From an optimization exercise on the open Yosys and OpenROAD flow, aimed at a short achievable clock period and few clock cycles per item; shortcuts taken in it are not production practice. No functional check of the RTL was part of any run shown here. No activity file was given, so power comes from the tool's default toggle rates.

$ cat design/flow/flow/run.sh
#!/bin/bash
MARGIN=${MARGIN:-7}
sed -E "s/SETUP_SLACK_MARGIN=[^ ]+/SETUP_SLACK_MARGIN=${MARGIN}/" standard.sh > standard_margin.sh
bash standard_margin.sh > standard.log 2>&1
status=$?
tail -5 standard.log
exit $status
$ cat design/flow/standard.sh
#!/bin/bash
# synth_recipe.tcl (not shown) runs the flow's synth.tcl, then flattens the netlist and writes it again
# the make line also repeats each setting of config.mk as NAME=value (left out here)
make -C /OpenROAD-flow-scripts/flow DESIGN_CONFIG=/design/flow/config.mk WORK_HOME=/design/flow/orfs CLKGATE_MAP_FILE= SYNTH_SCRIPT=/design/flow/synth_recipe.tcl "${@:-finish}"
$ cat design/flow/config.mk
export PLATFORM = sky130hd
export DESIGN_NAME = ppm_frame_decoder_calibrated
export DESIGN_NICKNAME = ppm_frame_decoder_calibrated
export VERILOG_FILES = /design/flow/design.v
export SDC_FILE = /design/flow/constraint.sdc
export NUM_CORES = 4
export LEC_CHECK = 0
export CAP_MARGIN = 20
export CORE_MARGIN = 2
export CORE_UTILIZATION = 40
export CTS_CLUSTER_DIAMETER = 80
export CTS_CLUSTER_SIZE = 20
export PLACE_DENSITY = 0.6
export SETUP_SLACK_MARGIN = 5
export SLEW_MARGIN = 20
$ cat design/flow/constraint.sdc
create_clock -name core_clock -period 10.0 [get_ports {i_clk}]
set_input_delay 2.0000 -clock core_clock [delete_from_list [all_inputs] [get_ports {i_clk}]]
set_output_delay 2.0000 -clock core_clock [all_outputs]
set_load 0.01 [all_outputs]
$ cat design/flow/design.v
package ppmfd_pkg;
    localparam int AXIS_CHANNELS = 4;
    localparam int CH_W          = 2;
    localparam int US_W          = 16;
    localparam int AXIS_W        = 8;
    localparam int CFG_IDX_W     = 3;
    localparam int DIV_CNT_W     = $clog2(AXIS_W);
    typedef logic [US_W-1:0]      t_us;
    typedef logic [AXIS_W-1:0]    t_axis;
    typedef logic [CFG_IDX_W-1:0] t_cfg_idx;
    typedef logic [CH_W-1:0]      t_ch;
    localparam t_cfg_idx CFG_CALIBRATE  = t_cfg_idx'(0);
    localparam t_cfg_idx CFG_BUTTON_THR = t_cfg_idx'(1);
    localparam t_cfg_idx CFG_SYNC_MIN   = t_cfg_idx'(2);
    localparam t_cfg_idx CFG_SYNC_MAX   = t_cfg_idx'(3);
    localparam t_cfg_idx CFG_CAL_STEP   = t_cfg_idx'(4);
    localparam t_cfg_idx CFG_JITTER     = t_cfg_idx'(5);
    localparam logic RST_CALIBRATE  = 1'b1;
    localparam t_us  RST_BUTTON_THR = t_us'(1500);
    localparam t_us  RST_SYNC_MIN   = t_us'(5000);
    localparam t_us  RST_SYNC_MAX   = t_us'(20000);
    localparam t_us  RST_CAL_STEP   = t_us'(200);
    localparam t_us  RST_JITTER     = t_us'(20);
    localparam t_us  RST_BOUND      = t_us'(1500);
    localparam t_axis AXIS_FULL = t_axis'(255);
endpackage
module ppmfd_add #(
    parameter int W = 16
) (
    input  logic [W-1:0] i_a,
    input  logic [W-1:0] i_b,
    input  logic         i_cin,
    output logic [W-1:0] o_sum,
    output logic         o_cout
);
    localparam int LV = $clog2(W);
    wire [(LV+1)*W-1:0] w_g;
    wire [(LV+1)*W-1:0] w_p;
    wire [W-1:0]        w_x;
    assign w_x        = i_a ^ i_b;
    assign w_p[W-1:0] = w_x;
    assign w_g[W-1:0] = (i_a & i_b) | {{(W-1){1'b0}}, w_x[0] & i_cin};
    genvar l, i;
    generate
        for (l = 0; l < LV; l++) begin : g_lv
            for (i = 0; i < W; i++) begin : g_bit
                if (i >= (1 << l)) begin : g_op
                    assign w_g[(l+1)*W+i] = w_g[l*W+i] | (w_p[l*W+i] & w_g[l*W+i-(1<<l)]);
                    assign w_p[(l+1)*W+i] = w_p[l*W+i] & w_p[l*W+i-(1<<l)];
                end else begin : g_pass
                    assign w_g[(l+1)*W+i] = w_g[l*W+i];
                    assign w_p[(l+1)*W+i] = w_p[l*W+i];
                end
            end
        end
    endgenerate
    if (W > 1) begin : g_wide
        assign o_sum = w_x ^ {w_g[LV*W +: W-1], i_cin};
    end else begin : g_narrow
        assign o_sum = w_x ^ i_cin;
    end
    assign o_cout = w_g[LV*W+W-1];
endmodule
module ppmfd_sub #(
    parameter int W = 16
) (
    input  logic [W-1:0] i_a,
    input  logic [W-1:0] i_b,
    output logic [W-1:0] o_diff,
    output logic         o_lt
);
    logic w_cout;
    ppmfd_add #(.W(W)) u_add (.i_a(i_a), .i_b(~i_b), .i_cin(1'b1), .o_sum(o_diff), .o_cout(w_cout));
    assign o_lt = !w_cout;
endmodule
module ppmfd_sub3 #(
    parameter int W = 18
) (
    input  logic [W-1:0] i_x,
    input  logic [W-1:0] i_y,
    input  logic [W-1:0] i_z,
    output logic [W-1:0] o_diff
);
    logic [W-1:0] w_y, w_z, w_s, w_k;
    logic         w_cout;
    assign w_y = ~i_y;
    assign w_z = ~i_z;
    assign w_s = i_x ^ w_y ^ w_z;
    assign w_k = (i_x & w_y) | (i_x & w_z) | (w_y & w_z);
    ppmfd_add #(.W(W)) u_add (.i_a(w_s), .i_b({w_k[W-2:0], 1'b1}), .i_cin(1'b1),
                              .o_sum(o_diff), .o_cout(w_cout));
endmodule
module ppm_frame_decoder_calibrated #(
    parameter int FRAME_SLOTS = 7
) (
    input  logic         i_clk,
    input  logic         i_rst_n,
    input  logic         i_in_valid,
    output logic         o_in_ready,
    input  ppmfd_pkg::t_us i_in_interval_us,
    output logic         o_out_valid,
    input  logic         i_out_ready,
    output ppmfd_pkg::t_axis o_out_axis_x,
    output ppmfd_pkg::t_axis o_out_axis_y,
    output ppmfd_pkg::t_axis o_out_axis_rx,
    output ppmfd_pkg::t_axis o_out_axis_ry,
    output logic         o_out_button_a,
    output logic         o_out_button_b,
    input  logic         i_cfg_valid,
    output logic         o_cfg_ready,
    input  ppmfd_pkg::t_cfg_idx i_cfg_idx,
    input  ppmfd_pkg::t_us i_cfg_data
);
    localparam int NCH    = ppmfd_pkg::AXIS_CHANNELS;
    localparam int W      = ppmfd_pkg::US_W;
    localparam int AW     = ppmfd_pkg::AXIS_W;
    localparam int SLOT_W = $clog2(FRAME_SLOTS);
    localparam logic [SLOT_W-1:0] LAST_SLOT  = SLOT_W'(FRAME_SLOTS - 1);
    localparam int BTN_A_SLOT = NCH + 1;
    localparam int BTN_B_SLOT = NCH + 2;
    localparam int CH_Y  = 0;
    localparam int CH_RY = 1;
    localparam int CH_RX = 2;
    localparam int CH_X  = 3;
    localparam int FIFO_D  = 3;
    localparam int FIFO_AW = 2;
    localparam int RES_W   = 4 * AW + 2;
    localparam int OWED_OPEN = FIFO_D - 1;
    localparam int OWED_W    = 3;
    localparam int DIV_STEPS = AW / 2;
    localparam int TW        = W + 4;
    logic                 r_rst;
    logic                 r_iv;
    ppmfd_pkg::t_us       r_iv_data;
    logic                 r_cv;
    ppmfd_pkg::t_cfg_idx  r_cv_idx;
    ppmfd_pkg::t_us       r_cv_data;
    logic                 r_ready;
    logic                 r_ready_d;
    logic                 r_cfg_ready;
    logic                 r_cfg_ready_d;
    logic                 r_iv_raw;
    logic                 r_cv_raw;
    always_ff @(posedge i_clk) begin
        r_rst     <= !i_rst_n;
        r_iv_raw  <= i_in_valid && i_rst_n;
        r_cv_raw  <= i_cfg_valid && i_rst_n;
        r_ready_d <= r_ready;
        r_cfg_ready   <= i_rst_n;
        r_cfg_ready_d <= r_cfg_ready;
        r_iv_data <= i_in_interval_us;
        r_cv_idx  <= i_cfg_idx;
        r_cv_data <= i_cfg_data;
    end
    assign o_in_ready  = r_ready;
    assign o_cfg_ready = r_cfg_ready;
    assign r_iv = r_iv_raw && r_ready_d;
    assign r_cv = r_cv_raw && r_cfg_ready_d;
    logic           r_calibrate;
    ppmfd_pkg::t_us r_button_thr;
    ppmfd_pkg::t_us r_sync_min;
    ppmfd_pkg::t_us r_sync_max;
    ppmfd_pkg::t_us r_cal_step;
    ppmfd_pkg::t_us r_jitter;
    logic [SLOT_W-1:0] r_slot;
    ppmfd_pkg::t_us    r_store [FRAME_SLOTS];
    logic              r_resync;
    ppmfd_pkg::t_us    r_min   [NCH];
    ppmfd_pkg::t_us    r_max   [NCH];
    ppmfd_pkg::t_us    r_prev  [NCH];
    ppmfd_pkg::t_axis  r_axis  [NCH];
    logic [DIV_STEPS+3:0] r_stage;
    ppmfd_pkg::t_us r_p      [NCH];
    logic           r_cal_lo [NCH];
    logic           r_cal_hi [NCH];
    logic           r_j1     [NCH];
    logic           r_btn_a1, r_btn_b1;
    ppmfd_pkg::t_us r_diff [NCH];
    ppmfd_pkg::t_us r_span [NCH];
    logic           r_j    [NCH];
    logic           r_in   [NCH];
    logic           r_full [NCH];
    logic           r_btn_a, r_btn_b;
    logic [W+1:0]     r_span3 [NCH];
    ppmfd_pkg::t_us   r_rem [NCH];
    ppmfd_pkg::t_axis r_sh  [NCH];
    logic [OWED_W-1:0]  r_owed;
    logic               r_drop_d;
    logic               r_out_valid;
    logic [RES_W-1:0]   r_out;
    logic [RES_W-1:0]   r_fifo [FIFO_D];
    logic [FIFO_AW-1:0] r_rd, r_wr;
    logic [FIFO_AW:0]   r_cnt;
    logic [SLOT_W-1:0] n_slot;
    logic              w_sync_hit;
    logic              w_close;
    logic              w_drop;
    logic              w_good;
    logic              w_above_min;
    logic              w_below_max;
    logic              w_s0_low;
    ppmfd_pkg::t_us    w_unused0, w_unused1, w_unused2;
    ppmfd_sub #(.W(W)) u_sync_lo (.i_a(r_sync_min), .i_b(r_iv_data), .o_diff(w_unused0), .o_lt(w_above_min));
    ppmfd_sub #(.W(W)) u_sync_hi (.i_a(r_iv_data), .i_b(r_sync_max), .o_diff(w_unused1), .o_lt(w_below_max));
    ppmfd_sub #(.W(W)) u_s0      (.i_a(r_store[0]), .i_b(r_sync_min), .o_diff(w_unused2), .o_lt(w_s0_low));
    always_comb begin
        n_slot     = (r_slot == LAST_SLOT) ? '0 : r_slot + SLOT_W'(1);
        w_sync_hit = r_resync && w_above_min && w_below_max;
        w_close    = r_iv && (n_slot == LAST_SLOT);
        w_drop     = !w_sync_hit && w_s0_low;
        w_good     = w_close && !w_drop;
    end
    logic [NCH-1:0][W+1:0] w_lo_room;
    logic [NCH-1:0][W+1:0] w_hi_room;
    logic [NCH-1:0][W+1:0] w_jit_dn;
    logic [NCH-1:0][W+1:0] w_jit_up;
    logic [NCH-1:0]        w_p_lt_lo;
    logic [NCH-1:0]        w_hi_lt_p;
    logic [NCH-1:0]        w_p_lt_prev;
    logic                  w_thr_lt_a, w_thr_lt_b;
    ppmfd_pkg::t_us        w_unused3, w_unused4;
    logic         w_cal_lo   [NCH];
    logic         w_cal_hi   [NCH];
    logic         w_j        [NCH];
    genvar gc;
    generate
        for (gc = 0; gc < NCH; gc++) begin : g_a1
            ppmfd_sub3 #(.W(W+2)) u_lo_room (.i_x({2'b0, r_min[gc]}), .i_y({2'b0, r_store[gc+1]}),
                                             .i_z({2'b0, r_cal_step}), .o_diff(w_lo_room[gc]));
            ppmfd_sub3 #(.W(W+2)) u_hi_room (.i_x({2'b0, r_store[gc+1]}), .i_y({2'b0, r_max[gc]}),
                                             .i_z({2'b0, r_cal_step}), .o_diff(w_hi_room[gc]));
            ppmfd_sub3 #(.W(W+2)) u_jit_dn  (.i_x({2'b0, r_prev[gc]}), .i_y({2'b0, r_store[gc+1]}),
                                             .i_z({2'b0, r_jitter}), .o_diff(w_jit_dn[gc]));
            ppmfd_sub3 #(.W(W+2)) u_jit_up  (.i_x({2'b0, r_store[gc+1]}), .i_y({2'b0, r_prev[gc]}),
                                             .i_z({2'b0, r_jitter}), .o_diff(w_jit_up[gc]));
            ppmfd_sub #(.W(W)) u_p_lo  (.i_a(r_store[gc+1]), .i_b(r_min[gc]),  .o_diff(), .o_lt(w_p_lt_lo[gc]));
            ppmfd_sub #(.W(W)) u_hi_p  (.i_a(r_max[gc]),     .i_b(r_store[gc+1]), .o_diff(), .o_lt(w_hi_lt_p[gc]));
            ppmfd_sub #(.W(W)) u_p_pv  (.i_a(r_store[gc+1]), .i_b(r_prev[gc]), .o_diff(), .o_lt(w_p_lt_prev[gc]));
        end
    endgenerate
    ppmfd_sub #(.W(W)) u_btn_a (.i_a(r_button_thr), .i_b(r_store[BTN_A_SLOT]), .o_diff(w_unused3), .o_lt(w_thr_lt_a));
    ppmfd_sub #(.W(W)) u_btn_b (.i_a(r_button_thr), .i_b(r_store[BTN_B_SLOT]), .o_diff(w_unused4), .o_lt(w_thr_lt_b));
    always_comb begin
        for (int c = 0; c < NCH; c++) begin
            w_cal_lo[c]  = r_calibrate && w_p_lt_lo[c] && w_lo_room[c][W+1];
            w_cal_hi[c]  = r_calibrate && w_hi_lt_p[c] && w_hi_room[c][W+1];
            w_j[c]       = w_p_lt_prev[c] ? w_jit_dn[c][W+1] : w_jit_up[c][W+1];
        end
    end
    ppmfd_pkg::t_us w_lo_new [NCH];
    ppmfd_pkg::t_us w_hi_new [NCH];
    logic [NCH-1:0][W-1:0] w_p_lo;
    logic [NCH-1:0][W-1:0] w_hi_p;
    logic [NCH-1:0][W-1:0] w_hi_lo;
    logic [NCH-1:0]        w_lo_lt_p;
    logic [NCH-1:0]        w_p_lt_hi;
    logic [NCH-1:0]        w_lo_lt_hi;
    ppmfd_pkg::t_us w_a_diff [NCH];
    ppmfd_pkg::t_us w_a_span [NCH];
    logic           w_a_in   [NCH];
    logic           w_a_full [NCH];
    generate
        for (gc = 0; gc < NCH; gc++) begin : g_a2
            ppmfd_sub #(.W(W)) u_p_lo  (.i_a(r_p[gc]),   .i_b(r_min[gc]), .o_diff(w_p_lo[gc]),  .o_lt());
            ppmfd_sub #(.W(W)) u_hi_p  (.i_a(r_max[gc]), .i_b(r_p[gc]),   .o_diff(w_hi_p[gc]),  .o_lt());
            ppmfd_sub #(.W(W)) u_hi_lo (.i_a(r_max[gc]), .i_b(r_min[gc]), .o_diff(w_hi_lo[gc]), .o_lt());
            ppmfd_sub #(.W(W)) u_lo_p  (.i_a(r_min[gc]), .i_b(r_p[gc]),   .o_diff(), .o_lt(w_lo_lt_p[gc]));
            ppmfd_sub #(.W(W)) u_p_hi  (.i_a(r_p[gc]),   .i_b(r_max[gc]), .o_diff(), .o_lt(w_p_lt_hi[gc]));
            ppmfd_sub #(.W(W)) u_lo_hi (.i_a(r_min[gc]), .i_b(r_max[gc]), .o_diff(), .o_lt(w_lo_lt_hi[gc]));
        end
    endgenerate
    always_comb begin
        for (int c = 0; c < NCH; c++) begin
            w_lo_new[c] = r_cal_lo[c] ? r_p[c] : r_min[c];
            w_hi_new[c] = r_cal_hi[c] ? r_p[c] : r_max[c];
            w_a_diff[c] = r_cal_lo[c] ? '0 : w_p_lo[c];
            if (r_cal_lo[c])      w_a_span[c] = r_cal_hi[c] ? '0 : w_hi_p[c];
            else if (r_cal_hi[c]) w_a_span[c] = w_p_lo[c];
            else                  w_a_span[c] = w_hi_lo[c];
            w_a_in[c]   = !r_cal_lo[c] && !r_cal_hi[c] && w_lo_lt_p[c] && w_p_lt_hi[c];
            if (r_cal_lo[c])      w_a_full[c] = 1'b0;
            else if (r_cal_hi[c]) w_a_full[c] = w_lo_lt_p[c];
            else                  w_a_full[c] = w_lo_lt_hi[c] && !w_p_lt_hi[c];
        end
    end
    logic [NCH-1:0][W-1:0]  w_rem0;
    logic [NCH-1:0][AW-1:0] w_sh0;
    logic [NCH-1:0][TW-1:0] w_t1;
    logic [NCH-1:0][TW-1:0] w_t2;
    logic [NCH-1:0][TW-1:0] w_t3;
    logic [NCH-1:0][W+1:0]  w_span3;
    logic [TW-1:0]    w_trial [NCH];
    ppmfd_pkg::t_us   w_rem_next [NCH];
    logic [1:0]       w_digit [NCH];
    generate
        for (gc = 0; gc < NCH; gc++) begin : g_div
            ppmfd_add #(.W(W)) u_rem0 (.i_a(r_diff[gc]), .i_b(~{{AW{1'b0}}, r_diff[gc][W-1:AW]}),
                                       .i_cin(r_diff[gc][AW-1:0] == '0), .o_sum(w_rem0[gc]), .o_cout());
            ppmfd_add #(.W(AW)) u_sh0 (.i_a(~r_diff[gc][AW-1:0]), .i_b('0), .i_cin(1'b1),
                                       .o_sum(w_sh0[gc]), .o_cout());
            ppmfd_sub  #(.W(TW)) u_t1 (.i_a(w_trial[gc]), .i_b({4'b0, r_span[gc]}),
                                       .o_diff(w_t1[gc]), .o_lt());
            ppmfd_sub  #(.W(TW)) u_t2 (.i_a(w_trial[gc]), .i_b({3'b0, r_span[gc], 1'b0}),
                                       .o_diff(w_t2[gc]), .o_lt());
            ppmfd_sub  #(.W(TW)) u_t3 (.i_a(w_trial[gc]), .i_b({2'b0, r_span3[gc]}),
                                       .o_diff(w_t3[gc]), .o_lt());
            ppmfd_add  #(.W(W+2)) u_span3 (.i_a({2'b0, r_span[gc]}), .i_b({1'b0, r_span[gc], 1'b0}),
                                           .i_cin(1'b0), .o_sum(w_span3[gc]), .o_cout());
        end
    endgenerate
    always_comb begin
        for (int c = 0; c < NCH; c++) begin
            w_trial[c] = {2'b0, r_rem[c], r_sh[c][AW-1:AW-2]};
            if (!w_t3[c][TW-1]) begin
                w_digit[c]    = 2'd3;
                w_rem_next[c] = w_t3[c][W-1:0];
            end else if (!w_t2[c][TW-1]) begin
                w_digit[c]    = 2'd2;
                w_rem_next[c] = w_t2[c][W-1:0];
            end else if (!w_t1[c][TW-1]) begin
                w_digit[c]    = 2'd1;
                w_rem_next[c] = w_t1[c][W-1:0];
            end else begin
                w_digit[c]    = 2'd0;
                w_rem_next[c] = w_trial[c][W-1:0];
            end
        end
    end
    logic             w_f_v;
    ppmfd_pkg::t_axis w_axis_new [NCH];
    logic [RES_W-1:0] w_res;
    always_comb begin
        w_f_v = r_stage[DIV_STEPS+3];
        for (int c = 0; c < NCH; c++) begin
            if (r_j[c]) begin
                if (r_in[c])        w_axis_new[c] = r_sh[c];
                else if (r_full[c]) w_axis_new[c] = ppmfd_pkg::AXIS_FULL;
                else                w_axis_new[c] = '0;
            end else begin
                w_axis_new[c] = r_axis[c];
            end
        end
        w_res = {w_axis_new[CH_X], w_axis_new[CH_Y], w_axis_new[CH_RX], w_axis_new[CH_RY],
                 r_btn_a, r_btn_b};
    end
    logic w_take;
    logic w_head_new;
    logic [FIFO_AW-1:0] w_rd_next;
    logic [FIFO_AW-1:0] w_wr_inc;
    logic [FIFO_AW:0]   w_cnt_next;
    logic [OWED_W-1:0]  w_owed_up;
    always_comb begin
        w_take     = (r_cnt != '0) && i_out_ready;
        w_rd_next  = !w_take ? r_rd : (r_rd == FIFO_AW'(FIFO_D - 1)) ? '0 : r_rd + FIFO_AW'(1);
        w_wr_inc   = (r_wr == FIFO_AW'(FIFO_D - 1)) ? '0 : r_wr + FIFO_AW'(1);
        w_cnt_next = r_cnt + (FIFO_AW+1)'(w_f_v) - (FIFO_AW+1)'(w_take);
        w_head_new = (r_cnt == '0) || (r_cnt == (FIFO_AW+1)'(1) && w_take);
        w_owed_up  = r_owed + OWED_W'(w_close) - OWED_W'(r_drop_d);
    end
    always_ff @(posedge i_clk) begin
        r_out       <= w_head_new ? w_res : r_fifo[w_rd_next];
        r_out_valid <= i_rst_n && !r_rst && (w_cnt_next != '0);
        if (w_f_v) r_fifo[r_wr] <= w_res;
        if (r_rst) begin
            r_rd    <= '0;
            r_wr    <= '0;
            r_cnt   <= '0;
            r_owed  <= '0;
            r_drop_d <= 1'b0;
            r_ready <= 1'b1;
        end else begin
            r_rd    <= w_rd_next;
            if (w_f_v) r_wr <= w_wr_inc;
            r_cnt   <= w_cnt_next;
            r_owed  <= w_owed_up - OWED_W'(w_take);
            r_drop_d <= w_close && w_drop;
            r_ready <= (w_owed_up <= OWED_W'(OWED_OPEN));
        end
    end
    always_ff @(posedge i_clk) begin
        if (r_rst) begin
            r_calibrate  <= ppmfd_pkg::RST_CALIBRATE;
            r_button_thr <= ppmfd_pkg::RST_BUTTON_THR;
            r_sync_min   <= ppmfd_pkg::RST_SYNC_MIN;
            r_sync_max   <= ppmfd_pkg::RST_SYNC_MAX;
            r_cal_step   <= ppmfd_pkg::RST_CAL_STEP;
            r_jitter     <= ppmfd_pkg::RST_JITTER;
            r_slot       <= '0;
            r_resync     <= 1'b0;
            r_stage      <= '0;
            for (int k = 0; k < FRAME_SLOTS; k++) begin
                r_store[k] <= '0;
            end
            for (int k = 0; k < NCH; k++) begin
                r_min[k]  <= ppmfd_pkg::RST_BOUND;
                r_max[k]  <= ppmfd_pkg::RST_BOUND;
                r_prev[k] <= '0;
                r_axis[k] <= '0;
            end
        end else begin
            if (r_cv) begin
                case (r_cv_idx)
                    ppmfd_pkg::CFG_CALIBRATE:  r_calibrate  <= r_cv_data[0];
                    ppmfd_pkg::CFG_BUTTON_THR: r_button_thr <= r_cv_data;
                    ppmfd_pkg::CFG_SYNC_MIN:   r_sync_min   <= r_cv_data;
                    ppmfd_pkg::CFG_SYNC_MAX:   r_sync_max   <= r_cv_data;
                    ppmfd_pkg::CFG_CAL_STEP:   r_cal_step   <= r_cv_data;
                    ppmfd_pkg::CFG_JITTER:     r_jitter     <= r_cv_data;
                    default: ;
                endcase
            end
            if (r_iv) begin
                r_store[n_slot] <= r_iv_data;
                if (w_sync_hit) begin
                    r_store[0] <= r_iv_data;
                    r_slot     <= '0;
                    r_resync   <= 1'b0;
                end else begin
                    r_slot <= n_slot;
                end
                if (w_close && w_drop) begin
                    r_resync <= 1'b1;
                end
            end
            r_stage <= {r_stage[DIV_STEPS+2:0], w_good};
            if (r_stage[0]) begin
                for (int c = 0; c < NCH; c++) begin
                    r_prev[c] <= r_store[c + 1];
                end
            end
            if (r_stage[1]) begin
                for (int c = 0; c < NCH; c++) begin
                    r_min[c] <= w_lo_new[c];
                    r_max[c] <= w_hi_new[c];
                end
            end
            if (w_f_v) begin
                for (int c = 0; c < NCH; c++) begin
                    r_axis[c] <= w_axis_new[c];
                end
            end
        end
    end
    always_ff @(posedge i_clk) begin
        if (r_stage[0]) begin
            for (int c = 0; c < NCH; c++) begin
                r_p[c]      <= r_store[c + 1];
                r_cal_lo[c] <= w_cal_lo[c];
                r_cal_hi[c] <= w_cal_hi[c];
                r_j1[c]     <= w_j[c];
            end
            r_btn_a1 <= !w_thr_lt_a;
            r_btn_b1 <= !w_thr_lt_b;
        end
        if (r_stage[1]) begin
            for (int c = 0; c < NCH; c++) begin
                r_diff[c] <= w_a_diff[c];
                r_span[c] <= w_a_span[c];
                r_j[c]    <= r_j1[c];
                r_in[c]   <= w_a_in[c];
                r_full[c] <= w_a_full[c];
            end
            r_btn_a <= r_btn_a1;
            r_btn_b <= r_btn_b1;
        end
        for (int c = 0; c < NCH; c++) begin
            if (r_stage[2]) begin
                r_rem[c] <= w_rem0[c];
                r_span3[c] <= w_span3[c];
                r_sh[c]  <= w_sh0[c];
            end else begin
                r_rem[c] <= w_rem_next[c];
                r_sh[c]  <= {r_sh[c][AW-3:0], w_digit[c]};
            end
        end
    end
    assign o_out_valid = r_out_valid;
    assign {o_out_axis_x, o_out_axis_y, o_out_axis_rx, o_out_axis_ry,
            o_out_button_a, o_out_button_b} = r_out;
endmodule
==> key figures, run 1 <==
Timing
  • Max frequency: a little under 300 MHz
  • Period minus WS final: 3.359 ns
  • Setup clock skew after layout: 0.03785 ns
  • Post-route clock period utilization: 33.59%
  • Transition time of the tightest slew-check pin: 1.030 ns
  • Final-layout worst hold slack: 0.3661 ns
  • Final setup violation count: 0
  • Final sum of negative setup slack: 0 ns
  • Worst relative slew slack: about 31%
  • Final Slew Violations: 0
  • Setup repair after global routing missed its margin: true
  • Number of failing hold endpoints at the final stage: 0

Power and ir drop
  • Clock power frac: 22.2%
  • Leak pwr: 39.23 nW
  • Cell internal power dissipation: roughly 0.0092 W
  • Worst VDD drop: 0.1555 mV
  • Combinational fraction of design power: 43.4%
  • Net Sw Power: approximately 0.0056 W
  • Proportion of power drawn by flip-flops and latches: 34.4%
  • Net Sw Frac: 37.59%
  • Pwr/cell area: 160.0 nW/um^2

Critical path
  • Max FO, Critical Path: 3
  • Worst setup slack for register-to-register paths: 6.64 ns
  • Chain of cells forming the critical path: inv_2 -> ha_4 -> nand4bb_4 -> nor3_2 -> fa_2 -> fa_2 -> a21o_1 -> a21oi_2 -> nor2b_1 -> o21a_1 -> o41ai_4 -> nand3_2 -> xnor2_2 -> a221o_1
  • Crit-path most repeated cell: sky130_fd_sc_hd__fa_2
  • Worst-path cell with the longest stage delay: sky130_fd_sc_hd__fa_2
  • Delay of the slowest cell on the worst path: 0.41 ns
  • Setup crit start kind: register
  • Sort of element at the end of the critical path: register
  • CP required: 10.60 ns
  • Crit-path leading delay family: compound AO/OA/AOI/OAI gates
  • Worst EP arrival: 3.96 ns
  • Type of the worst setup path: register to register
  • CP Buf/Inv Count: 1

GRT
  • Remaining global-route overflow: 0
  • Met1 Usage GRT: 31.94%
  • Overall fraction of global-route tracks in use: 22.34%
  • Vias in the first global route: 61.83k
  • Layer carrying the most global-route usage: met2
  • First-pass GRT wire length: between 300 and 400 mm
  • Antenna violations before repair: 6
  • Met2 routing resource usage after global routing: 35.99%
  • Maximum number of pins on one net before global-route repair: 79
  • GR met3 Demand/Resource: about 2.2%

Floorplan
  • Die area: between 200000 and 250000 um^2
  • Core Footprint: between 150000 and 200000 um^2
  • Starting Density: 40.11%
  • Vertical die dimension: approximately 450 um
  • Number of placed I/O pins: 77
  • Placement Rows: 163
  • Chip Width: 448.2 um

Clock network
  • TritonCTS clock tree: done
  • CTS Hold Buffers Added: 0
  • Number of buffers added by the clock tree synthesis step: 75
  • CTS Root Buffer Type: sky130_fd_sc_hd__clkbuf_16
  • Clock slew at the register clock pins of the worst setup and hold paths: about 0.08 ns
  • Max H-tree Level: 3
  • Worst-skew pair later-pin latency: 0.73 ns
  • Maximum root-to-sink buffer count: 3
  • CTS Sinks: slightly above 1k

Place
  • Final GP Congestion: about 0.91
  • Port Buffer Count: 76
  • Cell area after placement: 82800 um^2
  • Cell count after placement: 10.91k
  • Half-perimeter wire length after detailed placement: 169.4 mm

Yosys
  • Post-synthesis instance area: 78930 um^2
  • Top post-synthesis cells by count: sky130_fd_sc_hd__ha_1, sky130_fd_sc_hd__inv_1, sky130_fd_sc_hd__nand2_1, sky130_fd_sc_hd__a21oi_1, sky130_fd_sc_hd__nor2_1
  • Synthesized-area fraction occupied by ao, oa, aoi and oai cells: 17.86%
  • Post-synthesis cell count: 8355
  • Syn Area/Cell: roughly 9.4 um^2
  • Cells taking the most area after synthesis: sky130_fd_sc_hd__ha_1, sky130_fd_sc_hd__edfxtp_1, sky130_fd_sc_hd__dfxtp_1
  • Number of synthesized flops with an enable pin: just over 500
  • Leading register cell type out of synthesis: sky130_fd_sc_hd__edfxtp_1
  • Post-synthesis simple-gate area fraction: 11.67%
  • Number of unique standard cell types used by synthesis: between 80 and 90
  • Post-Synth XOR/XNOR Area: 4.072%
  • Proportion of synthesized flip-flops having asynchronous set or reset: 0%
  • Synth Register Bits: approximately 1.0k
  • Most repeated cell in the gate-level netlist after synthesis: sky130_fd_sc_hd__ha_1
  • Post-synth net total: 9906
  • Area leader, netlist: sky130_fd_sc_hd__ha_1
  • Total of warnings raised by yosys: 59
  • Sequential element share of the synthesized area: 31.96%
  • Share of the synthesized area in the top cell type: 19.61%
  • Multiplexer share of the synthesized area: 2.782%
  • Synth Area in Adders: between 20% and 30%
  • Combinational family with the most area after synthesis: adder cells

Flow run
  • Count of max-cap constraint violations: 0

Routing
  • 1st-pass router iterations: 6
  • DRC marker count from the first detailed-route iteration: 4352
  • # DRC: 0
  • Post-DR vias/cell: 5.461
  • Post-DRT Antenna Nets: 0
  • Routed wire per std cell: 20.12 um
  • Vias after detailed routing: 62.61k
  • Routed wire length: around 230 mm

Worst hold path
  • Path type of the worst min-delay path: register to register

Finish
  • Fin cells: ~11k
  • Layout cells sized above 1: around 15%
  • Area added between synthesis and finish: 17.18%
  • Total non-filler cell area in the finished layout: just over 90000 um^2
  • NumNets Final: 10.31k

Status
  • Result of the run: complete, no violations
cells in the final DEF, fill, tap and decap left out, drive strengths merged, types with 26 or more instances in the layout:
cell / synthesis / final
ha: 1237 / 1237
inv: 826 / 820
nand2: 696 / 696
a21oi: 646 / 646
nor2: 606 / 606
edfxtp: 506 / 506
dfxtp: 501 / 501
buf: 33 / 493
o21ai: 448 / 448
fa: 274 / 274
a21o: 264 / 264
xnor2: 251 / 251
o21a: 191 / 191
mux2i: 162 / 162
nor3: 159 / 159
nor2b: 139 / 139
xor2: 116 / 116
o211ai: 114 / 114
clkbuf: 175 / 99
nand2b: 91 / 91
a211oi: 78 / 78
nand3: 67 / 67
and3: 59 / 59
a31oi: 55 / 56
mux2: 51 / 51
nand4: 45 / 45
or3: 44 / 44
o21bai: 43 / 43
clkdlybuf4s50: 0 / 38
o31ai: 27 / 27
a211o: 26 / 26
a221oi: 26 / 26
worst paths after layout:
kind	startpoint	endpoint	depth (start not counted)
setup / recovery	r_diff[0][1]$_SDFFCE_PP0P_	r_rem[0][14]$_DFF_P_	14
hold / removal	r_cfg_ready$_DFF_P_	r_cfg_ready_d$_DFF_P_	0
hold reg to reg	r_cfg_ready$_DFF_P_	r_cfg_ready_d$_DFF_P_	0
setup reg to reg	r_diff[0][1]$_SDFFCE_PP0P_	r_rem[0][14]$_DFF_P_	14
sequential cells by signal, indices dropped and copies added, names as in the netlist, 8 cells and up:
signal	count
r_min	64
r_max	64
r_iv_data	16
r_sync_max	16
r_store	112
r_fifo	102
r_rem	64
r_stage	8
r_sh	32
r_out	34
r_button_thr	16
r_prev	64
r_diff	64
r_cv_data	16
r_axis	32
r_sync_min	16
r_jitter	16
r_span	64
r_span3	72
r_cal_step	16
r_p	64
stage by stage:
stage	power (W)	utilization [%]	setup WS, ns
floorplan	0.008986	-	6.419
CTS	0.01432	45.40	6.716
detailed placement	0.01032	42.07	5.643
global route	0.01570	46.99	6.540
global placement	0.01020	42.07	5.711
finish	0.01480	47.00	6.641
routing by layer:
| layer | wire [um] | vias up |
|---|---|---|
| met2 | 104800 | 1526 |
| li1 | - | 30350 |
| met1 | 108600 | 30450 |
| met5 | 27 | - |
| met4 | 5591 | 4 |
| met3 | 11700 | 291 |
area by class of cell:
cell class,instances,area [um^2]
Fill cell,18220,104300
Sequential cell,1007,25440
Timing Repair Buffer,534,5035
Clock inverter,42,551.8
Antenna cell,1,2.502
Tap cell,2640,3303
Inverter,828,3208
Multi-Input combinational cell,6316,52950
Clock buffer,97,2004
power by group through the flow:
| stage | registers (W) | clock network (W) | logic (W) |
|---|---|---|---|
| floorplan | 0.00500 | 0 | 0.00399 |
| detailed placement | 0.00515 | 0 | 0.00517 |
| global route | 0.00514 | 0.00350 | 0.00706 |
| finish | 0.00510 | 0.00328 | 0.00641 |
| CTS | 0.00509 | 0.00335 | 0.00588 |
| global placement | 0.00515 | 0 | 0.00504 |
logic make-up after synthesis:
group | Yosys count
muxes | 213
adders and majority gates | 1523
xor gates and xnor gates | 367
buffers and inverters | 1036
DFF | 1007
and+or+nand+nor | 2019
AOI/OAI and AO/OA | 2190
worst reg2reg max path, cell delays in order, from the launching register on:
cell,delay (ns)
sky130_fd_sc_hd__edfxtp_1,0.40
sky130_fd_sc_hd__inv_2,0.06
sky130_fd_sc_hd__ha_4,0.17
sky130_fd_sc_hd__nand4bb_4,0.10
sky130_fd_sc_hd__nor3_2,0.06
sky130_fd_sc_hd__fa_2,0.41
sky130_fd_sc_hd__fa_2,0.35
sky130_fd_sc_hd__a21o_1,0.17
sky130_fd_sc_hd__a21oi_2,0.15
sky130_fd_sc_hd__nor2b_1,0.07
sky130_fd_sc_hd__o21a_1,0.20
sky130_fd_sc_hd__o41ai_4,0.41
sky130_fd_sc_hd__nand3_2,0.15
sky130_fd_sc_hd__xnor2_2,0.20
sky130_fd_sc_hd__a221o_1,0.35
timing repair:
action                                  CTS  global route
gates resized for setup                 653           473
gates cloned                              9             3
pin swaps                               156           279
setup buffers                           252           148
endpoints found under the setup margin  341           257
==> run 2: changes to the inputs <==
--- a/design/flow/design.v
+++ b/design/flow/design.v
@@ -139,4 +139,2 @@
     logic                 r_ready_d;
-    logic                 r_cfg_ready;
-    logic                 r_cfg_ready_d;
     logic                 r_iv_raw;
@@ -148,4 +146,2 @@
         r_ready_d <= r_ready;
-        r_cfg_ready   <= i_rst_n;
-        r_cfg_ready_d <= r_cfg_ready;
         r_iv_data <= i_in_interval_us;
@@ -155,5 +151,5 @@
     assign o_in_ready  = r_ready;
-    assign o_cfg_ready = r_cfg_ready;
+    assign o_cfg_ready = r_ready;
     assign r_iv = r_iv_raw && r_ready_d;
-    assign r_cv = r_cv_raw && r_cfg_ready_d;
+    assign r_cv = r_cv_raw && r_ready_d;
     logic           r_calibrate;
@@ -171,3 +167,3 @@
     ppmfd_pkg::t_axis  r_axis  [NCH];
-    logic [DIV_STEPS+3:0] r_stage;
+    logic [DIV_STEPS+4:0] r_stage;
     ppmfd_pkg::t_us r_p      [NCH];
@@ -183,3 +179,9 @@
     logic           r_btn_a, r_btn_b;
+    ppmfd_pkg::t_us   r_rem0  [NCH];
+    ppmfd_pkg::t_axis r_sh0   [NCH];
     logic [W+1:0]     r_span3 [NCH];
+    logic             r_j2    [NCH];
+    logic             r_in2   [NCH];
+    logic             r_full2 [NCH];
+    logic             r_btn_a2, r_btn_b2;
     ppmfd_pkg::t_us   r_rem [NCH];
@@ -187,3 +189,2 @@
     logic [OWED_W-1:0]  r_owed;
-    logic               r_drop_d;
     logic               r_out_valid;
@@ -332,7 +333,7 @@
     always_comb begin
-        w_f_v = r_stage[DIV_STEPS+3];
+        w_f_v = r_stage[DIV_STEPS+4];
         for (int c = 0; c < NCH; c++) begin
-            if (r_j[c]) begin
-                if (r_in[c])        w_axis_new[c] = r_sh[c];
-                else if (r_full[c]) w_axis_new[c] = ppmfd_pkg::AXIS_FULL;
+            if (r_j2[c]) begin
+                if (r_in2[c])        w_axis_new[c] = r_sh[c];
+                else if (r_full2[c]) w_axis_new[c] = ppmfd_pkg::AXIS_FULL;
                 else                w_axis_new[c] = '0;
@@ -343,3 +344,3 @@
         w_res = {w_axis_new[CH_X], w_axis_new[CH_Y], w_axis_new[CH_RX], w_axis_new[CH_RY],
-                 r_btn_a, r_btn_b};
+                 r_btn_a2, r_btn_b2};
     end
@@ -357,3 +358,3 @@
         w_head_new = (r_cnt == '0) || (r_cnt == (FIFO_AW+1)'(1) && w_take);
-        w_owed_up  = r_owed + OWED_W'(w_close) - OWED_W'(r_drop_d);
+        w_owed_up  = r_owed + OWED_W'(w_good);
     end
@@ -368,3 +369,2 @@
             r_owed  <= '0;
-            r_drop_d <= 1'b0;
             r_ready <= 1'b1;
@@ -375,3 +375,2 @@
             r_owed  <= w_owed_up - OWED_W'(w_take);
-            r_drop_d <= w_close && w_drop;
             r_ready <= (w_owed_up <= OWED_W'(OWED_OPEN));
@@ -424,3 +423,3 @@
             end
-            r_stage <= {r_stage[DIV_STEPS+2:0], w_good};
+            r_stage <= {r_stage[DIV_STEPS+3:0], w_good};
             if (r_stage[0]) begin
@@ -465,7 +464,18 @@
         end
-        for (int c = 0; c < NCH; c++) begin
-            if (r_stage[2]) begin
-                r_rem[c] <= w_rem0[c];
+        if (r_stage[2]) begin
+            for (int c = 0; c < NCH; c++) begin
+                r_rem0[c]  <= w_rem0[c];
+                r_sh0[c]   <= w_sh0[c];
                 r_span3[c] <= w_span3[c];
-                r_sh[c]  <= w_sh0[c];
+                r_j2[c]    <= r_j[c];
+                r_in2[c]   <= r_in[c];
+                r_full2[c] <= r_full[c];
+            end
+            r_btn_a2 <= r_btn_a;
+            r_btn_b2 <= r_btn_b;
+        end
+        for (int c = 0; c < NCH; c++) begin
+            if (r_stage[3]) begin
+                r_rem[c] <= r_rem0[c];
+                r_sh[c]  <= r_sh0[c];
             end else begin
==> key figures, run 2 <==
Yosys
  • Top post-synthesis cells by count: sky130_fd_sc_hd__ha_1, sky130_fd_sc_hd__inv_1, sky130_fd_sc_hd__nand2_1, sky130_fd_sc_hd__a21oi_1, sky130_fd_sc_hd__edfxtp_1 (was sky130_fd_sc_hd__ha_1, sky130_fd_sc_hd__inv_1, sky130_fd_sc_hd__nand2_1, sky130_fd_sc_hd__a21oi_1, sky130_fd_sc_hd__nor2_1)
  • Synth Area in Adders: 25.60% (was 26.71%)
  • Syn Area/Cell: 9.712 um^2 (was 9.447 um^2)
  • Number of synthesized flops with an enable pin: 616 (was 506)
  • Cells taking the most area after synthesis: sky130_fd_sc_hd__edfxtp_1, sky130_fd_sc_hd__ha_1, sky130_fd_sc_hd__dfxtp_1 (was sky130_fd_sc_hd__ha_1, sky130_fd_sc_hd__edfxtp_1, sky130_fd_sc_hd__dfxtp_1)
  • Multiplexer share of the synthesized area: 2.594% (was 2.782%)
  • Share of the synthesized area in the top cell type: 22.48% (was 19.61%)
  • Post-synthesis instance area: 82270 um^2 (was 78930 um^2)
  • Post-synth net total: 10.02k (was 9906)
  • Synth Register Bits: 1115 (was 1007)
  • Post-synthesis simple-gate area fraction: 12.02% (was 11.67%)
  • Post-synthesis cell count: 8471 (was 8355)
  • Leading register cell type out of synthesis: sky130_fd_sc_hd__edfxtp_1 (unchanged)
  • Post-Synth XOR/XNOR Area: 4.150% (was 4.072%)
  • Total of warnings raised by yosys: 69 (was 59)
  • Synthesized-area fraction occupied by ao, oa, aoi and oai cells: 16.32% (was 17.86%)
  • Most repeated cell in the gate-level netlist after synthesis: sky130_fd_sc_hd__ha_1 (unchanged)
  • Proportion of synthesized flip-flops having asynchronous set or reset: 0% (unchanged)
  • Number of unique standard cell types used by synthesis: 104 (was 83)
  • Combinational family with the most area after synthesis: adder cells (unchanged)
  • Area leader, netlist: sky130_fd_sc_hd__edfxtp_1 (was sky130_fd_sc_hd__ha_1)
  • Sequential element share of the synthesized area: 34.63% (was 31.96%)

Critical path
  • End of the critical path: r_rem0[2][4]$_DFFE_PP_ (was r_rem[0][14]$_DFF_P_)
  • Sort of element at the end of the critical path: register (unchanged)
  • Depth of the worst register-to-register path: 19 (was 14)
  • Worst setup slack for register-to-register paths: 6.63 ns (was 6.64 ns)
  • Delay of the slowest cell on the worst path: 0.51 ns (was 0.41 ns)
  • Worst reg2reg endpoint: r_rem0[2][4]$_DFFE_PP_ (was r_rem[0][14]$_DFF_P_)
  • Chain of cells forming the critical path: nor4_4 -> nand2_4 -> nor3_4 -> fa_2 -> inv_2 -> fa_2 -> nor2b_4 -> o21ai_2 -> a21boi_2 -> buf_4 -> buf_6 -> buf_6 -> buf_6 -> buf_6 -> buf_6 -> buf_6 -> buf_6 -> buf_6 -> nor2_1 (was inv_2 -> ha_4 -> nand4bb_4 -> nor3_2 -> fa_2 -> fa_2 -> a21o_1 -> a21oi_2 -> nor2b_1 -> o21a_1 -> o41ai_4 -> nand3_2 -> xnor2_2 -> a221o_1)
  • Startpoint of the worst register-to-register path: r_diff[2][3]$_SDFFCE_PP0P_ (was r_diff[0][1]$_SDFFCE_PP0P_)
  • Setup crit start kind: register (unchanged)
  • Type of the worst setup path: register to register (unchanged)
  • Max FO, Critical Path: 2 (was 3)
  • Worst EP arrival: 3.87 ns (was 3.96 ns)
  • Crit-path most repeated cell: sky130_fd_sc_hd__buf_6 (was sky130_fd_sc_hd__fa_2)
  • Beginning of the critical path: r_diff[2][3]$_SDFFCE_PP0P_ (was r_diff[0][1]$_SDFFCE_PP0P_)
  • Worst-path cell with the longest stage delay: sky130_fd_sc_hd__edfxtp_1 (was sky130_fd_sc_hd__fa_2)
  • CP required: 10.51 ns (was 10.60 ns)

Timing
  • Final-layout worst hold slack: 0.4247 ns (was 0.3661 ns)
  • Setup slack after layout: 6.635 ns (was 6.641 ns)
  • Final sum of negative setup slack: 0 ns (unchanged)
  • Final Slew Violations: 0 (unchanged)
  • Setup clock skew after layout: 0.04501 ns (was 0.03785 ns)
  • Transition time of the tightest slew-check pin: 1.218 ns (was 1.030 ns)
  • Worst relative slew slack: 18.72% (was 31.33%)
  • Max frequency: 297.1 MHz (was 297.7 MHz)
  • Number of failing hold endpoints at the final stage: 0 (unchanged)
  • Setup repair after global routing missed its margin: true (unchanged)
  • Final setup violation count: 0 (unchanged)
  • Post-route clock period utilization: 33.66% (was 33.59%)
  • Period minus WS final: 3.366 ns (was 3.359 ns)

GRT
  • Antenna violations before repair: 4 (was 6)
  • Overall fraction of global-route tracks in use: 21.47% (was 22.34%)
  • Maximum number of pins on one net before global-route repair: 80 (was 79)
  • First-pass GRT wire length: 356.8 mm (was 354.8 mm)
  • Remaining global-route overflow: 0 (unchanged)
  • Layer carrying the most global-route usage: met2 (unchanged)
  • Vias in the first global route: 62.09k (was 61.83k)
  • Met1 Usage GRT: 29.85% (was 31.94%)
  • Met2 routing resource usage after global routing: 35.22% (was 35.99%)
  • GR met3 Demand/Resource: 2.260% (was 2.190%)

Floorplan
  • Vertical die dimension: 457.5 um (was 448.2 um)
  • Number of placed I/O pins: 77 (unchanged)
  • Starting Density: 40.21% (was 40.11%)
  • Placement Rows: 166 (was 163)
  • Chip Width: 457.5 um (was 448.2 um)
  • Die area: 209300 um^2 (was 200900 um^2)
  • Core Footprint: 204600 um^2 (was 196800 um^2)

Clock network
  • Max H-tree Level: 3 (unchanged)
  • TritonCTS clock tree: done (unchanged)
  • CTS Root Buffer Type: sky130_fd_sc_hd__clkbuf_16 (unchanged)
  • Maximum root-to-sink buffer count: 3 (unchanged)
  • CTS Hold Buffers Added: 0 (unchanged)
  • Clock slew at the register clock pins of the worst setup and hold paths: 0.08 ns (about the same)
  • Worst-skew pair later-pin latency: 0.76 ns (was 0.73 ns)
  • Number of buffers added by the clock tree synthesis step: 82 (was 75)
  • CTS Sinks: 1115 (was 1007)

Finish
  • Total area of multi-input combinational cells: 53020 um^2 (was 52950 um^2)
  • Regs by FF count: r_store (112), r_fifo (102), r_span3 (72) (unchanged)
  • Layout cells sized above 1: 15.88% (was 15.49%)
  • Fillers: 18.67k (was 18.22k)
  • Area occupied by registers: 28680 um^2 (was 25440 um^2)
  • Max reg flops: 112 (unchanged)
  • Commonest non-fill, non-tap cells in the layout: sky130_fd_sc_hd__ha_1, sky130_fd_sc_hd__nand2_1, sky130_fd_sc_hd__inv_1 (was sky130_fd_sc_hd__ha_1, sky130_fd_sc_hd__inv_1, sky130_fd_sc_hd__nand2_1)
  • Area added between synthesis and finish: 17.10% (was 17.18%)
  • Commonest non-fill, non-tap cell in the layout: sky130_fd_sc_hd__ha_1 (unchanged)
  • NumNets Final: 10.48k (was 10.31k)
  • Post-layout utilization of the core: 47.09% (was 47.00%)
  • Total non-filler cell area in the finished layout: 96340 um^2 (was 92490 um^2)
  • Most flops, register: r_store (unchanged)

Worst hold path
  • Path type of the worst min-delay path: register to register (unchanged)

Power and ir drop
  • Leak pwr: 39.95 nW (was 39.23 nW)
  • Worst VDD drop: 0.1284 mV (was 0.1555 mV)
  • Pwr/cell area: 164.8 nW/um^2 (was 160.0 nW/um^2)

Routing
  • Post-DRT Antenna Nets: 0 (unchanged)
  • 1st-pass router iterations: 5 (was 6)
  • Routed wire per std cell: 20.20 um (was 20.12 um)
  • Vias after detailed routing: 63.75k (was 62.61k)
  • DRC marker count from the first detailed-route iteration: 4550 (was 4352)
  • # DRC: 0 (unchanged)
  • Routed wire length: 236.0 mm (was 230.7 mm)
  • Post-DR vias/cell: 5.455 (was 5.461)

Flow run
  • Count of max-cap constraint violations: 0 (unchanged)

Place
  • Worst slack at placement: 5.555 ns (was 5.643 ns)
  • Final GP Congestion: 0.9027 (was 0.9051)
  • Cell area after placement: 86120 um^2 (was 82800 um^2)
  • Half-perimeter wire length after detailed placement: 172.8 mm (was 169.4 mm)
  • Port Buffer Count: 76 (unchanged)

Status
  • Result of the run: complete, no violations (unchanged)
[run 2: cell types whose count changed in the layout (fill, tap and decap cells not counted), sizes merged, moves of 20 or more]
cell / change
nor2: -50
and3: -21
edfxtp: +110
inv: -30
nand2b: +25
a21oi: +22
nand2: +67
and2: +22
xnor2: +20
buf: +53
o21a: -38
a21o: -57
a211oi: -20
[run 2: layout make-up]
class,count,share of cell area (%)
Multi-Input combinational cell,6348,55.03
Tap cell,2688,3.491
Timing Repair Buffer,584,5.611
Antenna cell,3,0.007792
Clock inverter,36,0.5701
Inverter,794,3.207
Sequential cell,1115,29.77
Clock buffer,118,2.313
[run 2: routing by layer]
metal	wire, um	part of all wire (%)	up-vias
met3	11610	4.9	314
met1	107900	46	31060
li1	-	-	30840
met2	109300	46	1521
met4	7174	3.0	4
met5	27	0.011	-
[run 2: logic make-up (layout without fill, tap and decap cells)]
logic type	Yosys count	after routing
mux	207	207
flops	1115	1115
other cells	0	3
simple gates	2129	2131
fa+ha+maj	1522	1522
buf+inv	1011	1532
compound gates	2098	2099
xor+xnor	389	389
[run 2: timing repair]
action                     CTS  global route
setup endpoints to repair  344           326
buffers inserted           286           160
resized for setup          628           594
gates cloned                 5             6
pin swaps                  171           266
[run 2: critical path: cells and delay by family, from the launching register on]
family | cells | cell delay [ns]
AOI/OAI and AO/OA | 2 | 0.28
DFF | 1 | 0.51
buffers and inverters | 10 | 0.83
and+or+nand+nor | 5 | 0.81
adders and majority gates | 2 | 0.68
[run 2: worst min path at each step]
stage,to,slack [ns],cells after the start,from
after floorplan,r_ready_d$_DFF_P_,0.39,0,r_ready$_SDFF_PP1_
after global placement,r_full2[1]$_DFFE_PP_,0.40,0,r_full[1]$_SDFFCE_PP0P_
after detailed placement,r_btn_a2$_DFFE_PP_,0.41,0,r_btn_a$_DFFE_PP_
after CTS,r_j2[3]$_DFFE_PP_,0.42,0,r_j[3]$_DFFE_PP_
after global routing,r_j2[3]$_DFFE_PP_,0.43,0,r_j[3]$_DFFE_PP_
final,r_btn_a2$_DFFE_PP_,0.42,0,r_btn_a$_DFFE_PP_
[run 2: where the power goes]
part | switching (W) | internal [W]
Clock | 0.00192 | 0.00168
Sequential | 0.000433 | 0.00518
Combinational | 0.00352 | 0.00314
Total | 0.00587 | 0.0100
[run 2: stage by stage]
step | std cells | power, W
final | 11690 | 0.01587
after global routing | 11680 | 0.01680
after CTS | 11520 | 0.01506
after detailed placement | 11070 | 0.01084
after global placement | 11070 | 0.01072
after floorplan | 8471 | 0.009524
==> run 3: changes to the inputs <==
--- a/design/flow/config.mk
+++ b/design/flow/config.mk
@@ -11,3 +11,3 @@
 export CTS_CLUSTER_DIAMETER = 80
-export CTS_CLUSTER_SIZE = 20
+export CTS_CLUSTER_SIZE = 25
 export PLACE_DENSITY = 0.6
==> key figures, run 3 <==
Status
  • Result of the run: complete, no violations (unchanged)

Yosys
  • Combinational family with the most area after synthesis: adder cells (unchanged)
  • Number of unique standard cell types used by synthesis: 104 (unchanged)
  • Post-synthesis instance area: 82270 um^2 (unchanged)
  • Syn Area/Cell: 9.712 um^2 (unchanged)
  • Most repeated cell in the gate-level netlist after synthesis: sky130_fd_sc_hd__ha_1 (unchanged)
  • Share of the synthesized area in the top cell type: 22.48% (unchanged)
  • Multiplexer share of the synthesized area: 2.594% (unchanged)
  • Sequential element share of the synthesized area: 34.63% (unchanged)
  • Post-synth net total: 10.02k (unchanged)
  • Number of synthesized flops with an enable pin: 616 (unchanged)
  • Top post-synthesis cells by count: sky130_fd_sc_hd__ha_1, sky130_fd_sc_hd__inv_1, sky130_fd_sc_hd__nand2_1, sky130_fd_sc_hd__a21oi_1, sky130_fd_sc_hd__edfxtp_1 (unchanged)
  • Cells taking the most area after synthesis: sky130_fd_sc_hd__edfxtp_1, sky130_fd_sc_hd__ha_1, sky130_fd_sc_hd__dfxtp_1 (unchanged)
  • Post-Synth XOR/XNOR Area: 4.150% (unchanged)
  • Area leader, netlist: sky130_fd_sc_hd__edfxtp_1 (unchanged)
  • Post-synthesis cell count: 8471 (unchanged)
  • Synth Area in Adders: 25.60% (unchanged)
  • Synthesized-area fraction occupied by ao, oa, aoi and oai cells: 16.32% (unchanged)
  • Post-synthesis simple-gate area fraction: 12.02% (unchanged)
  • Synth Register Bits: 1115 (unchanged)
  • Leading register cell type out of synthesis: sky130_fd_sc_hd__edfxtp_1 (unchanged)
  • Proportion of synthesized flip-flops having asynchronous set or reset: 0% (unchanged)
  • Total of warnings raised by yosys: 69 (unchanged)

GRT
  • Antenna violations before repair: 4 (unchanged)
  • Maximum number of pins on one net before global-route repair: 80 (unchanged)
  • Overall fraction of global-route tracks in use: 21.49% (was 21.47%)
  • First-pass GRT wire length: 357.2 mm (was 356.8 mm)
  • Remaining global-route overflow: 0 (unchanged)
  • Vias in the first global route: 62.11k (was 62.09k)

Power and ir drop
  • Leak pwr: 40.00 nW (was 39.95 nW)
  • Pwr/cell area: 162.9 nW/um^2 (was 164.8 nW/um^2)
  • Worst VDD drop: 0.1381 mV (was 0.1284 mV)

Place
  • Cell count after placement: 11.07k (unchanged)
  • Port Buffer Count: 76 (unchanged)
  • Final GP Congestion: 0.9027 (unchanged)
  • Half-perimeter wire length after detailed placement: 172.8 mm (unchanged)

Clock network
  • Max H-tree Level: 3 (unchanged)
  • CTS Sinks: 1115 (unchanged)
  • CTS Root Buffer Type: sky130_fd_sc_hd__clkbuf_16 (unchanged)
  • Number of buffers added by the clock tree synthesis step: 74 (was 82)
  • CTS Hold Buffers Added: 0 (unchanged)
  • Maximum root-to-sink buffer count: 3 (unchanged)
  • TritonCTS clock tree: done (unchanged)
  • Worst-skew pair later-pin latency: 0.77 ns (was 0.76 ns)
  • Clock slew at the register clock pins of the worst setup and hold paths: 0.09 ns (was 0.08 ns)

Timing
  • Max frequency: 301.6 MHz (was 297.1 MHz)
  • Final setup violation count: 0 (unchanged)
  • Setup repair after global routing missed its margin: true (unchanged)
  • Post-route clock period utilization: 33.16% (was 33.66%)
  • Transition time of the tightest slew-check pin: 1.183 ns (was 1.218 ns)
  • Setup clock skew after layout: 0.06475 ns (was 0.04501 ns)
  • Final sum of negative setup slack: 0 ns (unchanged)
  • Worst relative slew slack: 21.03% (was 18.72%)
  • Final Slew Violations: 0 (unchanged)
  • Period minus WS final: 3.316 ns (was 3.366 ns)
  • Number of failing hold endpoints at the final stage: 0 (unchanged)

Floorplan
  • Starting Density: 40.21% (unchanged)
  • Die area: 209300 um^2 (unchanged)
  • Vertical die dimension: 457.5 um (unchanged)
  • Number of placed I/O pins: 77 (unchanged)
  • Core Footprint: 204600 um^2 (unchanged)
  • Placement Rows: 166 (unchanged)
  • Chip Width: 457.5 um (unchanged)

Routing
  • DRC marker count from the first detailed-route iteration: 4612 (was 4550)
  • Routed length on met1: 108.4 mm (was 107.9 mm)
  • Vias after detailed routing: 63.73k (was 63.75k)
  • Detailed route wirelength on metal3: 10.78 mm (was 11.61 mm)
  • Routed wire length: 235.6 mm (was 236.0 mm)
  • Post-DRT Antenna Nets: 0 (unchanged)
  • # DRC: 0 (unchanged)
  • 1st-pass router iterations: 6 (was 5)
  • Routed wire per std cell: 20.16 um (was 20.20 um)
  • Uppermost routed layer: met5 (unchanged)
  • Sum of met2 wire segment lengths after detailed routing: 110.3 mm (was 109.3 mm)
  • Post-DR vias/cell: 5.455 (about the same)

Critical path
  • Max FO, Critical Path: 3 (was 2)
  • Chain of cells forming the critical path: buf_6 (was nor4_4 -> nand2_4 -> nor3_4 -> fa_2 -> inv_2 -> fa_2 -> nor2b_4 -> o21ai_2 -> a21boi_2 -> buf_4 -> buf_6 -> buf_6 -> buf_6 -> buf_6 -> buf_6 -> buf_6 -> buf_6 -> buf_6 -> nor2_1)
  • Crit-path leading delay family: flip-flops (was buffers and inverters)
  • Worst-path cell with the longest stage delay: sky130_fd_sc_hd__dfxtp_4 (was sky130_fd_sc_hd__edfxtp_1)
  • Setup crit start kind: register (unchanged)
  • Worst EP arrival: 1.32 ns (was 3.87 ns)
  • Type of the worst setup path: register to output port (was register to register)
  • Sort of element at the end of the critical path: output port (was register)
  • CP Buf/Inv Count: 1 (was 10)
  • Delay of the slowest cell on the worst path: 0.44 ns (was 0.51 ns)
  • CP required: 8.00 ns (was 10.51 ns)

Flow run
  • Count of max-cap constraint violations: 0 (unchanged)

Finish
  • Layout cells sized above 1: 16.69% (was 15.88%)
  • NumNets Final: 10.48k (about the same)
  • Fillers: 18.60k (was 18.67k)
  • Area added between synthesis and finish: 17.62% (was 17.10%)
  • Regs by FF count: r_store (112), r_fifo (102), r_span3 (72) (unchanged)
  • Max reg flops: 112 (unchanged)
  • Area occupied by registers: 28700 um^2 (was 28680 um^2)
  • Fin cells: 11.68k (was 11.69k)
  • Total area of multi-input combinational cells: 53430 um^2 (was 53020 um^2)
  • Commonest non-fill, non-tap cells in the layout: sky130_fd_sc_hd__ha_1, sky130_fd_sc_hd__nand2_1, sky130_fd_sc_hd__inv_1 (unchanged)
  • Most flops, register: r_store (unchanged)
  • Commonest non-fill, non-tap cell in the layout: sky130_fd_sc_hd__ha_1 (unchanged)

Worst hold path
  • Path type of the worst min-delay path: register to register (unchanged)
-- run 3: power breakdown --
part	internal (W)	switching, W
Clock	0.00157	0.00193
Sequential	0.00518	0.000443
Combinational	0.00312	0.00351
Total	0.00987	0.00589
-- run 3: routing by layer --
layer | vias up | global-route usage [%]
met5 | - | 0
met4 | 4 | 5.655
met3 | 275 | 2.312
met2 | 1431 | 35.56
met1 | 31140 | 29.82
li1 | 30880 | -
-- run 3: final cells by class --
class,count,area share [%]
Multi-Input combinational cell,6349,55.21
Sequential cell,1115,29.66
Timing Repair Buffer,596,5.666
Tap cell,2688,3.476
Inverter,794,3.203
Clock buffer,91,2.067
Clock inverter,47,0.7086
Antenna cell,3,0.007758
-- run 3: path summary, 6_finish.rpt --
kind | startpoint | end | slack [ns] | cells past startpoint
setup / recovery | r_ready$_SDFF_PP1_ | o_cfg_ready | 6.68 | 1
hold / removal | r_j[3]$_DFFE_PP_ | r_j2[3]$_DFFE_PP_ | 0.43 | 0
setup reg to reg | r_diff[1][3]$_SDFFCE_PP0P_ | r_sh0[1][6]$_DFFE_PP_ | 6.70 | 21
hold reg to reg | r_j[3]$_DFFE_PP_ | r_j2[3]$_DFFE_PP_ | 0.43 | 0
-- run 3: per-stage QoR --
step / hold slack (ns) / cell area, um^2 / total power, W / utilization (%) / worst slack [ns]
6_report: 0.4255 / 96770 / 0.01576 / 47.30 / 6.684
5_1_grt: 0.4153 / 96760 / 0.01669 / 47.30 / 6.566
4_1_cts: 0.4120 / 93050 / 0.01500 / 45.48 / 6.621
3_5_place_dp: 0.4071 / 86120 / 0.01084 / 42.10 / 5.555
3_3_place_gp: 0.4048 / 86110 / 0.01072 / 42.09 / 5.567
2_1_floorplan: 0.3935 / 82400 / 0.009524 / - / 6.428
-- run 3: cell families (layout without fill, tap and decap cells) --
group,Yosys count,in the layout
other,0,3
buffers and inverters,1011,1528
multiplexers,207,207
AO/OA/AOI/OAI,2098,2100
AND/OR/NAND/NOR,2129,2131
XOR/XNOR,389,389
flip-flops,1115,1115
adder cells (fa/ha/maj),1522,1522
-- run 3: timing repair --
item                                   4_1_cts  5_1_grt
setup buffers                              306      151
resized for setup                          666      631
endpoints found under the hold margin        0        0
setup endpoints to repair                  379      328
pin swaps                                  200      303
cloned                                       7        6
-- run 3: worst reg2reg max path, cell delays in order (launching register included) --
cell	delay, ns
sky130_fd_sc_hd__edfxtp_1	0.54
sky130_fd_sc_hd__nor4_4	0.37
sky130_fd_sc_hd__nand2_2	0.13
sky130_fd_sc_hd__buf_6	0.13
sky130_fd_sc_hd__buf_6	0.10
sky130_fd_sc_hd__buf_6	0.10
sky130_fd_sc_hd__buf_6	0.10
sky130_fd_sc_hd__buf_6	0.11
sky130_fd_sc_hd__buf_6	0.10
sky130_fd_sc_hd__buf_6	0.10
sky130_fd_sc_hd__buf_6	0.10
sky130_fd_sc_hd__buf_6	0.10
sky130_fd_sc_hd__buf_6	0.10
sky130_fd_sc_hd__buf_6	0.10
sky130_fd_sc_hd__buf_6	0.11
sky130_fd_sc_hd__buf_6	0.10
sky130_fd_sc_hd__buf_6	0.10
sky130_fd_sc_hd__buf_6	0.10
sky130_fd_sc_hd__buf_6	0.11
sky130_fd_sc_hd__buf_6	0.11
sky130_fd_sc_hd__buf_6	0.10
sky130_fd_sc_hd__xor2_1	0.13

## port drivers added, routing unchanged
No port has a modelled driver above. Below, the same layouts with a new extraction and two added sets of constraints.
Step 1 assumes that a clkbuf_16 drives the clock port and a buf_2 every other input.
Step 2, shift: input delay + t, output delay - t, t = (earliest + latest rising clock arrival at the registers) / 2. This alone moves slack from input paths to output paths.
Slacks: ideal ports / drivers / drivers and shift; pairs: ideal ports / drivers.
run	shift t [ns]	setup slack, ns	hold slack, ns
run 1	0.811	6.641 / 6.641 / 6.192	0.366 / 0.366 / 0.366
run 2	0.825	6.635 / 6.610 / 6.200	0.425 / 0.425 / 0.425
run 3	0.812	6.684 / 6.599 / 6.146	0.425 / 0.425 / 0.425
After both steps every run listed still meets setup and hold. The setup slack of run 3, which loses most, moves by -0.085 ns with the drivers and by -0.538 ns with both steps.
